This design comes from an exercise in tuning for small area on the open sky130 flow, not from production work.
At most, simulation tests tie the RTL to the original design; equivalence was not proved.
No activity file was given, so power comes from the tool's default toggle rates.

== job 8795 ==
## bmp_stream_deframer
module bmp_stream_deframer (
  input  logic               clk,
  input  logic               rst,
  input  logic               in_valid,
  output logic               in_ready,
  input  logic [7:0]         data_byte,
  input  logic               end_of_stream,
  output logic               out_valid,
  input  logic               out_ready,
  output logic [1:0]         result_kind,
  output logic [7:0]         pixel_byte,
  output logic               row_end,
  output logic               image_end,
  output logic signed [31:0] image_width,
  output logic signed [31:0] image_height,
  output logic [15:0]        pixel_bits,
  output logic [31:0]        pixel_data_offset,
  output logic [1:0]         error_code
);
export LEC_CHECK = 0
export CAP_MARGIN = 20
export CORE_MARGIN = 2
export CORE_UTILIZATION = 55
export CTS_BUF_LIST = sky130_fd_sc_hd__clkbuf_4 sky130_fd_sc_hd__clkbuf_8
export PLACE_DENSITY = 0.7
export SLEW_MARGIN = 20
create_clock -name core_clock -period 7.0 [get_ports {clk}]
standard.sh (not shown) runs the stock make flow with config.mk's settings and CLKGATE_MAP_FILE= SYNTH_SCRIPT=/design/flow/synth_recipe.tcl, a recipe that flattens the netlist after the stock synthesis.
==> flow/flow/run.sh <==
#!/bin/bash
# Layout flow: the standard synthesis, then an area-oriented re-mapping of the
# combinational logic only (every register instance is kept as synthesis made it, with
# its name and cell type), then the standard layout with buf_1 port buffers.
# Each tool's full output is kept in a log file in this folder (and ORFS's own logs
# under orfs/logs).
set -euo pipefail
HERE=$(pwd)
RES=$HERE/orfs/results/$FLOW_PLATFORM/bmp_stream_deframer/base
LOGS=$HERE/orfs/logs/$FLOW_PLATFORM/bmp_stream_deframer/base

# 1. standard synthesis
bash standard.sh synth > standard_synth.log 2>&1

# 2. re-map the combinational logic for area
cp "$RES/1_2_yosys.v" "$HERE/synth_standard.v"
export REMAP_IN=$HERE/synth_standard.v
export REMAP_OUT=$HERE/synth_remap.v
export REMAP_LIB=$FLOW_HOME/platforms/$FLOW_PLATFORM/lib/sky130_fd_sc_hd__tt_025C_1v80.lib
export REMAP_ABC=$HERE/flow/remap.abc
export REMAP_DONT_USE="$(grep -o -- '-dont_use [A-Za-z0-9_]*' "$LOGS/1_2_yosys.log" | sort -u | tr '\n' ' ')"
export REMAP_SEQ="$(grep -o 'sky130_fd_sc_hd__[a-z0-9_]*' "$REMAP_IN" | sort -u | grep -E '__(e?s?df|dl|sdl)' | tr '\n' ' ')"
yosys -c flow/remap.tcl > remap_yosys.log 2>&1
cp "$REMAP_OUT" "$RES/1_2_yosys.v"
touch "$RES/1_2_yosys.v"

# 3. standard layout from the re-mapped netlist, small port buffers
export BUFFER_PORTS_ARGS="-buffer_cell sky130_fd_sc_hd__buf_1"
bash standard.sh > standard.log 2>&1
==> flow/flow/remap.abc <==
strash
&get -n
&st
&syn2
&dch -f
&nf -R 50
&put
==> flow/flow/remap.tcl <==
yosys read_liberty -ignore_miss_func $::env(REMAP_LIB)
yosys read_verilog $::env(REMAP_IN)
yosys hierarchy -top $::env(FLOW_TOP)
foreach c $::env(REMAP_SEQ) { yosys setattr -mod -set keep_hierarchy 1 $c }
yosys flatten
yosys opt_clean -purge
yosys abc -liberty $::env(REMAP_LIB) {*}$::env(REMAP_DONT_USE) -script $::env(REMAP_ABC)
yosys opt_clean -purge
yosys stat -liberty $::env(REMAP_LIB)
yosys select $::env(FLOW_TOP)
yosys write_verilog -noattr -selected $::env(REMAP_OUT)
Looking at the reports, job 8795 completed the entire flow and the layout it produced met the timing, design-rule and antenna checks.
Here is what was changed in the inputs of job 4098 compared with job 8795.
diff --git a/flow/flow/run.sh b/flow/flow/run.sh
--- a/flow/flow/run.sh
+++ b/flow/flow/run.sh
@@ -4 +4,2 @@
-# its name and cell type), then the standard layout with buf_1 port buffers.
+# its name and cell type), then the standard layout with buf_1 port buffers and a clock tree
+# without dummy loads.
@@ -28,0 +30,2 @@
+# clock tree: ORFS's own arguments, plus those in flow/cts_args (no dummy loads)
+export CTS_ARGS="-sink_clustering_enable -repair_clock_nets $(cat flow/cts_args)"
==> flow/flow/cts_args (new file) <==
-buf_list sky130_fd_sc_hd__clkbuf_4 -dont_use_dummy_load
diff --git a/flow/config.mk b/flow/config.mk
--- a/flow/config.mk
+++ b/flow/config.mk
@@ -11 +10,0 @@
-export CTS_BUF_LIST = sky130_fd_sc_hd__clkbuf_4 sky130_fd_sc_hd__clkbuf_8
Notes after the runs:
Relative to job 8795, area growth from synthesis to final layout decreased by 4.6 points in job 4098.
Sequential share of power sits higher in job 4098 than in job 8795.
Job 4098 ends up with lower via count than job 8795 does.
Comparing job 4098 and job 8795, the higher multi-input gate share of total cell area was measured on job 4098.
#### Input delta (job 5694 over job 4098)
==> flow/flow/cts_args <==
-buf_list sky130_fd_sc_hd__clkbuf_4 -dont_use_dummy_load -sink_clustering_size 10
Job 5694: no failed stages, no open violations at the end. From job 5694 to job 4098, count of multi-input combinational gates did not move at all. Job 4098 -> job 5694: fmax delta 0, exact match. On total power, job 5694 and job 4098 are basically level. Reported for job 5694 and job 4098, count of antenna diodes in the layout turned out identical to the last digit. Logic gate share of total power of job 4098 is on par with job 5694.

* * *

bmp_stream_deframer, a different RTL version from the one above (not shown whole).
Size: roughly 660 cells after synthesis, ~140 I/O pins, about 6700 µm² of cells after synthesis.
clock: 7.0 ns
lec_check: 0
cap_margin: 20
core_margin: 2
core_utilization: 70
cts_buf_list: sky130_fd_sc_hd__clkbuf_4
place_density: 0.8
slew_margin: 20
==> flow/flow/run.sh <==
#!/bin/bash
# Layout flow: the standard synthesis, then an area-oriented re-mapping of the
# combinational logic only (every register instance is kept as synthesis made it, with
# its name and cell type), then the standard layout with buf_1 port buffers.
# Each tool's full output is kept in a log file in this folder (and ORFS's own logs
# under orfs/logs).
set -euo pipefail
HERE=$(pwd)
RES=$HERE/orfs/results/$FLOW_PLATFORM/bmp_stream_deframer/base
LOGS=$HERE/orfs/logs/$FLOW_PLATFORM/bmp_stream_deframer/base

# 1. standard synthesis
bash standard.sh synth > standard_synth.log 2>&1

# 2. re-map the combinational logic for area
cp "$RES/1_2_yosys.v" "$HERE/synth_standard.v"
export REMAP_IN=$HERE/synth_standard.v
export REMAP_OUT=$HERE/synth_remap.v
export REMAP_LIB=$FLOW_HOME/platforms/$FLOW_PLATFORM/lib/sky130_fd_sc_hd__tt_025C_1v80.lib
export REMAP_ABC=$HERE/flow/remap.abc
export REMAP_DONT_USE="$(grep -o -- '-dont_use [A-Za-z0-9_]*' "$LOGS/1_2_yosys.log" | sort -u | tr '\n' ' ')"
export REMAP_SEQ="$(grep -o 'sky130_fd_sc_hd__[a-z0-9_]*' "$REMAP_IN" | sort -u | grep -E '__(e?s?df|dl|sdl)' | tr '\n' ' ')"
yosys -c flow/remap.tcl > remap_yosys.log 2>&1
cp "$REMAP_OUT" "$RES/1_2_yosys.v"
touch "$RES/1_2_yosys.v"

# 3. standard layout from the re-mapped netlist, small port buffers
export BUFFER_PORTS_ARGS="-buffer_cell sky130_fd_sc_hd__buf_1"
bash standard.sh > standard.log 2>&1
==> flow/flow/remap.abc <==
strash
&get -n
&st
&syn2
&dch -f
&nf -a -R 1000
&put
Scripts as last shown in full above: flow/flow/remap.tcl
The baseline failed in global routing (5_1_grt) (GRT-0232).
Change:
--- a/flow/config.mk
+++ b/flow/config.mk
@@ -10 +10 @@
-export CORE_UTILIZATION = 70
+export CORE_UTILIZATION = 60
@@ -12 +12 @@
-export PLACE_DENSITY = 0.8
+export PLACE_DENSITY = 0.75
What happened: Now the flow finished but failed the layout checks on setup timing; synthesized cell count stays the same; area after synthesis does not change.
Change:
==> flow/flow/run.sh (replaced) <==
#!/bin/bash
set -euo pipefail
export BUFFER_PORTS_ARGS="-buffer_cell sky130_fd_sc_hd__buf_1"
bash standard.sh > standard.log 2>&1
--- a/flow/config.mk
+++ b/flow/config.mk
@@ -10 +10 @@
-export CORE_UTILIZATION = 60
+export CORE_UTILIZATION = 70
@@ -12 +12 @@
-export PLACE_DENSITY = 0.75
+export PLACE_DENSITY = 0.8
removed: flow/flow/remap.abc
removed: flow/flow/remap.tcl
Result:
- With this change the flow finished with timing, DRC and antenna clean
- first-iteration DRC count came out lower by 34%
- routed wire length came out lower by 19%
- final area came out lower by 7.0%
- synthesized area came out higher by 12%
- utilization came out lower by 2.0 points
Change:
--- a/flow/flow/run.sh
+++ b/flow/flow/run.sh
@@ -1,0 +2,5 @@
+# Layout flow: the standard synthesis, then an area-oriented re-mapping of the
+# combinational logic only (every register instance is kept as synthesis made it, with
+# its name and cell type), then the standard layout with buf_1 port buffers.
+# Each tool's full output is kept in a log file in this folder (and ORFS's own logs
+# under orfs/logs).
@@ -2,0 +8,20 @@
+HERE=$(pwd)
+RES=$HERE/orfs/results/$FLOW_PLATFORM/bmp_stream_deframer/base
+LOGS=$HERE/orfs/logs/$FLOW_PLATFORM/bmp_stream_deframer/base
+
+# 1. standard synthesis
+bash standard.sh synth > standard_synth.log 2>&1
+
+# 2. re-map the combinational logic for area
+cp "$RES/1_2_yosys.v" "$HERE/synth_standard.v"
+export REMAP_IN=$HERE/synth_standard.v
+export REMAP_OUT=$HERE/synth_remap.v
+export REMAP_LIB=$FLOW_HOME/platforms/$FLOW_PLATFORM/lib/sky130_fd_sc_hd__tt_025C_1v80.lib
+export REMAP_ABC=$HERE/flow/remap.abc
+export REMAP_DONT_USE="$(grep -o -- '-dont_use [A-Za-z0-9_]*' "$LOGS/1_2_yosys.log" | sort -u | tr '\n' ' ')"
+export REMAP_SEQ="$(grep -o 'sky130_fd_sc_hd__[a-z0-9_]*' "$REMAP_IN" | sort -u | grep -E '__(e?s?df|dl|sdl)' | tr '\n' ' ')"
+yosys -c flow/remap.tcl > remap_yosys.log 2>&1
+cp "$REMAP_OUT" "$RES/1_2_yosys.v"
+touch "$RES/1_2_yosys.v"
+
+# 3. standard layout from the re-mapped netlist, small port buffers
==> flow/flow/remap.abc (new file) <==
strash
&get -n
&st
&syn2
&dch -f
&nf -R 20
&put
==> flow/flow/remap.tcl (new file) <==
yosys read_liberty -ignore_miss_func $::env(REMAP_LIB)
yosys read_verilog $::env(REMAP_IN)
yosys hierarchy -top $::env(FLOW_TOP)
foreach c $::env(REMAP_SEQ) { yosys setattr -mod -set keep_hierarchy 1 $c }
yosys flatten
yosys opt_clean -purge
yosys abc -liberty $::env(REMAP_LIB) {*}$::env(REMAP_DONT_USE) -script $::env(REMAP_ABC)
yosys opt_clean -purge
yosys stat -liberty $::env(REMAP_LIB)
yosys select $::env(FLOW_TOP)
yosys write_verilog -noattr -selected $::env(REMAP_OUT)
--- a/flow/config.mk
+++ b/flow/config.mk
@@ -10 +10 @@
-export CORE_UTILIZATION = 70
+export CORE_UTILIZATION = 55
@@ -12 +12 @@
-export PLACE_DENSITY = 0.8
+export PLACE_DENSITY = 0.7
Via count came out lower by 9.2%.
Global-route usage is lower by 6.2 points.
Wire length is lower by 4.9%.
Clock skew decreases by 0.0036 ns.
Cell area goes down by 6.7%.
Count of clock-buffer cells in the layout decreases by 1.
Non-clock buffer count shrinks by 4.
Total power falls by 3.7%.
Die area came out higher by 14%.
Setup slack gains 0.075 ns.
No run of this note included a check of the RTL's function; only the layout flow was run.

port drivers added, routing unchanged:
In the flow no input, the clock included, has a driving cell. The finished layouts below were timed again as built, in two steps. Step 1, drivers: a clkbuf_16 drives clk and a buf_2 each remaining input, both assumed. Step 2 adds t to the input delays and takes it off the output delays; t is the mean of the earliest and latest rising clock arrival at the registers after step 1. Input paths then give back, and output paths get back, about the clock's delay inside the block. Slacks: ideal / step 1 / step 2; pairs: ideal / step 1.
run | t (ns) | setup WS [ns] | worst register clock-pin slew, ns | worst slew at a driven data input, ns
job 8795 | 0.482 | 1.598 / 1.560 / 1.268 | 0.08 / 0.08 | 0.03
job 4098 | 0.551 | 1.506 / 1.470 / 1.246 | 0.11 / 0.11 | 0.03
job 5694 | 0.551 | 1.506 / 1.470 / 1.246 | 0.11 / 0.11 | 0.03
the second run of note 2 | 0.577 | -1.130 / -1.165 / -0.588 | 0.12 / 0.12 | 0.04
the third run of note 2 | 0.579 | 1.161 / 1.127 / 1.707 | 0.11 / 0.11 | 0.03
the fourth run of note 2 | 0.567 | 1.236 / 1.203 / 1.756 | 0.12 / 0.12 | 0.03
For job 8795, which loses most, drivers alone change the setup slack by -0.038 ns; drivers and shift together by -0.330 ns.
